This is an optimization exercise on Yosys and OpenROAD, whose aim is a short achievable clock period and few clock cycles per item, not a production implementation.
At most, simulation tests tie the RTL to the original design; equivalence was not proved.

// avc_sps_header_parser
module avc_sps_header_parser
(
    input  logic          clk,
    input  logic          rst_n,
    input  logic          in_valid,
    output logic          in_ready,
    input  logic [7:0]    in_data_byte,
    input  logic          in_last_byte,
    output logic          out_valid,
    input  logic          out_ready,
    output logic [2:0]    out_status,
    output logic [7:0]    out_profile,
    output logic [7:0]    out_compat,
    output logic [7:0]    out_level,
    output logic [2:0]    out_nal_length_size,
    output logic [7:0]    out_ref_frames,
    output logic [15:0]   out_pixel_width,
    output logic [15:0]   out_pixel_height
);
For scale: roughly 5100 cells after synthesis, ~930 flip-flops, ~0.051 mm² of cells after synthesis.
make LEC_CHECK=0 ABC_CLOCK_PERIOD_IN_PS=3000 CAP_MARGIN=20 CORE_MARGIN=2 CORE_UTILIZATION=40 SLEW_MARGIN=20 finish   # period 20.0 ns
run.sh (not shown) runs the stock make flow with config.mk's settings and CLKGATE_MAP_FILE= SYNTH_SCRIPT=/design/flow/synth_recipe.tcl, a recipe that flattens the netlist after the stock synthesis.
The starting point finished clean.
==> next run, changes <==
==> flow/flow/run.sh (new file) <==
#!/bin/bash
set -euo pipefail
bash standard.sh SETUP_SLACK_MARGIN=14 finish > flow_make.log 2>&1
==> flow/standard.sh (new file) <==
#!/bin/bash
# synth_recipe.tcl (not shown) runs the flow's synth.tcl, then flattens the netlist and writes it again
# the make line also repeats each setting of config.mk as NAME=value (left out here)
make -C /OpenROAD-flow-scripts/flow DESIGN_CONFIG=/design/flow/config.mk WORK_HOME=/design/flow/orfs CLKGATE_MAP_FILE= SYNTH_SCRIPT=/design/flow/synth_recipe.tcl "${@:-finish}"
Settings changed: ABC_CLOCK_PERIOD_IN_PS 3000 to default.
removed: flow/run.sh
Effect:
- The changed run completed without violations
- via count went up by a few percent
- synthesized area is unchanged
No functional check of the RTL was part of any run of this note.

---

Another version of the RTL of avc_sps_header_parser (not shown whole).
Size in the first run: ~940 flip-flops, about 85 I/O pins, about 56,000 µm² of cells after synthesis.
clock: 20.0 ns
lec_check: 0
cap_margin: 20
core_margin: 2
core_utilization: 40
slew_margin: 20
Stock flow here: none of the scripts above is used.
Testbench counts at the start, summed over its fixed seeds: cycles 14,022, items 384.
==> next run, changes <==
--- a/flow/config.mk
+++ b/flow/config.mk
@@ -7,0 +8 @@
+export ABC_CLOCK_PERIOD_IN_PS = 3000
Setup slack does not change.
Critical path depth stays the same.
Area after synthesis stays the same.
Synthesized cell count stays the same.
Global-route usage is unchanged.
Design area stays the same.
Routed wire length stays the same.

---

Another version of the RTL of avc_sps_header_parser (not shown whole).
For scale: roughly 4,400 cells after synthesis, about 990 flip-flops, roughly 85 I/O pins, ~0.051 mm² of cells after synthesis.
==> flow/config.mk <==
export PLATFORM = sky130hd
export DESIGN_NAME = avc_sps_header_parser
export DESIGN_NICKNAME = avc_sps_header_parser
export VERILOG_FILES = /design/flow/design.v
export SDC_FILE = /design/flow/constraint.sdc
export NUM_CORES = 4
export LEC_CHECK = 0
export CAP_MARGIN = 80
export CORE_MARGIN = 2
export CORE_UTILIZATION = 40
export SLEW_MARGIN = 80
==> flow/constraint.sdc <==
create_clock -name core_clock -period 20.0 [get_ports {clk}]
set_input_delay 4.0000 -clock core_clock [delete_from_list [all_inputs] [get_ports {clk}]]
set_output_delay 4.0000 -clock core_clock [all_outputs]
set_load 0.01 [all_outputs]
Testbench counts at the start, summed over its fixed seeds: cycles 13,848, items 384.
Then changed:
==> flow/flow/run.sh (new file) <==
#!/bin/bash
set -euo pipefail
bash standard.sh SETUP_SLACK_MARGIN=14.5 finish > flow_make.log 2>&1
==> flow/standard.sh (new file) <==
#!/bin/bash
# synth_recipe.tcl (not shown) runs the flow's synth.tcl, then flattens the netlist and writes it again
# the make line also repeats each setting of config.mk as NAME=value (left out here)
make -C /OpenROAD-flow-scripts/flow DESIGN_CONFIG=/design/flow/config.mk WORK_HOME=/design/flow/orfs CLKGATE_MAP_FILE= SYNTH_SCRIPT=/design/flow/synth_recipe.tcl "${@:-finish}"
--- a/flow/config.mk
+++ b/flow/config.mk
@@ -10 +10 @@
-export CORE_UTILIZATION = 40
+export CORE_UTILIZATION = 35
removed: flow/run.sh
Outcome: Worst setup slack is better by 1.7 ns; non-clock buffer count climbs by 20; via count climbs by 1.8%; wire length climbs by 2.1%; clock-buffer cell count climbs by 2.
Then changed:
==> flow/flow/run.sh (replaced) <==
#!/bin/bash
set -euo pipefail
bash standard.sh SETUP_SLACK_MARGIN=15.2 finish > flow_make.log 2>&1
Cell area climbs by 2.2%.
Utilization climbs by 0.95 points.
Fmax climbs by 1.1%.
Clock-buffer cell count drops by 16.
Setup slack gains 0.062 ns.
Synthesized cell count stays the same.
Clock skew climbs by 0.0058 ns.

---

north:
Another version of the RTL of avc_sps_header_parser (not shown whole).
Size: roughly 1,000 flip-flops, roughly 85 I/O pins, ~53,000 um^2 of cells after synthesis.
// avc_sps_header_parser
module avc_sps_header_parser
(
    input  logic          clk,
    input  logic          rst_n,
    input  logic          in_valid,
    output logic          in_ready,
    input  logic [7:0]    in_data_byte,
    input  logic          in_last_byte,
    output logic          out_valid,
    input  logic          out_ready,
    output logic [2:0]    out_status,
    output logic [7:0]    out_profile,
    output logic [7:0]    out_compat,
    output logic [7:0]    out_level,
    output logic [2:0]    out_nal_length_size,
    output logic [7:0]    out_ref_frames,
    output logic [15:0]   out_pixel_width,
    output logic [15:0]   out_pixel_height
);
Settings: LEC_CHECK=0, CAP_MARGIN=80, CORE_MARGIN=2, CORE_UTILIZATION=35, SLEW_MARGIN=80; clock period 20.0 ns.
standard.sh (not shown) runs the stock make flow with config.mk's settings and CLKGATE_MAP_FILE= SYNTH_SCRIPT=/design/flow/synth_recipe.tcl, a recipe that flattens the netlist after the stock synthesis.
==> flow/flow/run.sh <==
#!/bin/bash
set -euo pipefail
bash standard.sh SETUP_SLACK_MARGIN=15.6 finish > flow_make.log 2>&1
Testbench counts of north, summed over its fixed seeds: cycles 13,848, items 384.
Inputs modified between north and south:
==> flow/flow/run.sh <==
#!/bin/bash
set -euo pipefail
bash standard.sh SETUP_SLACK_MARGIN=15.2 finish > flow_make.log 2>&1
Notes after the runs:
Per the comparison of south with north, critical path depth closely matched the old numbers; setup slack increased by 0.024 ns relative to the old numbers; share of final layout cell area taken by clock buffers and inverters increased by 0.15 points relative to the old numbers. Number of inverters outside the clock class in the layout came out lower on south than on north. Relative to north, post-route worst hold slack has decreased by 0.017 ns in south. Taking north as the reference, in south post-placement cell count neither gained nor lost much, sequential cell area share up 0.45 points, total non-filler cell area in the finished layout has decreased.

static timing again, ports no longer ideal:
Ports are ideal in the flow. The routed layouts listed here were re-timed in OpenROAD.
Step 1: set_driving_cell puts a clkbuf_16 on clk and a buf_2 on each other input, an assumption about the parent block.
Step 2 also shifts input and output timing later by t, the mid clock arrival at the registers, as if the neighbouring blocks saw the same clock.
Slacks: ideal / step 1 / step 2; pairs: ideal / step 1.
| run | t (ns) | slack for setup (ns) | worst setup path after step 2 | latest minus earliest clock arrival (ns) | cell pins on the clock port's net |
|---|---|---|---|---|---|
| the first run of note 1 | 0.787 | 10.547 / 10.547 / 10.547 | register to register | 0.099 / 0.100 | 1 |
| the second run of note 1 | 0.768 | 13.881 / 13.881 / 13.752 | input to register | 0.072 / 0.072 | 1 |
| the first run of note 2 | 0.772 | 12.349 / 12.349 / 12.349 | register to register | 0.072 / 0.072 | 1 |
| the second run of note 2 | 0.772 | 12.349 / 12.349 / 12.349 | register to register | 0.072 / 0.072 | 1 |
| the first run of note 3 | 0.746 | 12.888 / 12.888 / 12.888 | register to register | 0.081 / 0.081 | 1 |
| the second run of note 3 | 0.784 | 14.568 / 14.492 / 14.193 | input to register | 0.078 / 0.078 | 1 |
| the third run of note 3 | 0.781 | 14.630 / 14.551 / 14.489 | input to register | 0.090 / 0.090 | 1 |
| north | 0.760 | 14.673 / 14.593 / 14.928 | input to register | 0.103 / 0.103 | 1 |
| south | 0.772 | 14.697 / 14.618 / 14.711 | input to register | 0.051 / 0.051 | 1 |
After both steps setup and hold are still met in every run listed. The setup slack of the second run of note 3, which loses most, moves by -0.076 ns with the drivers and by -0.375 ns with both steps.
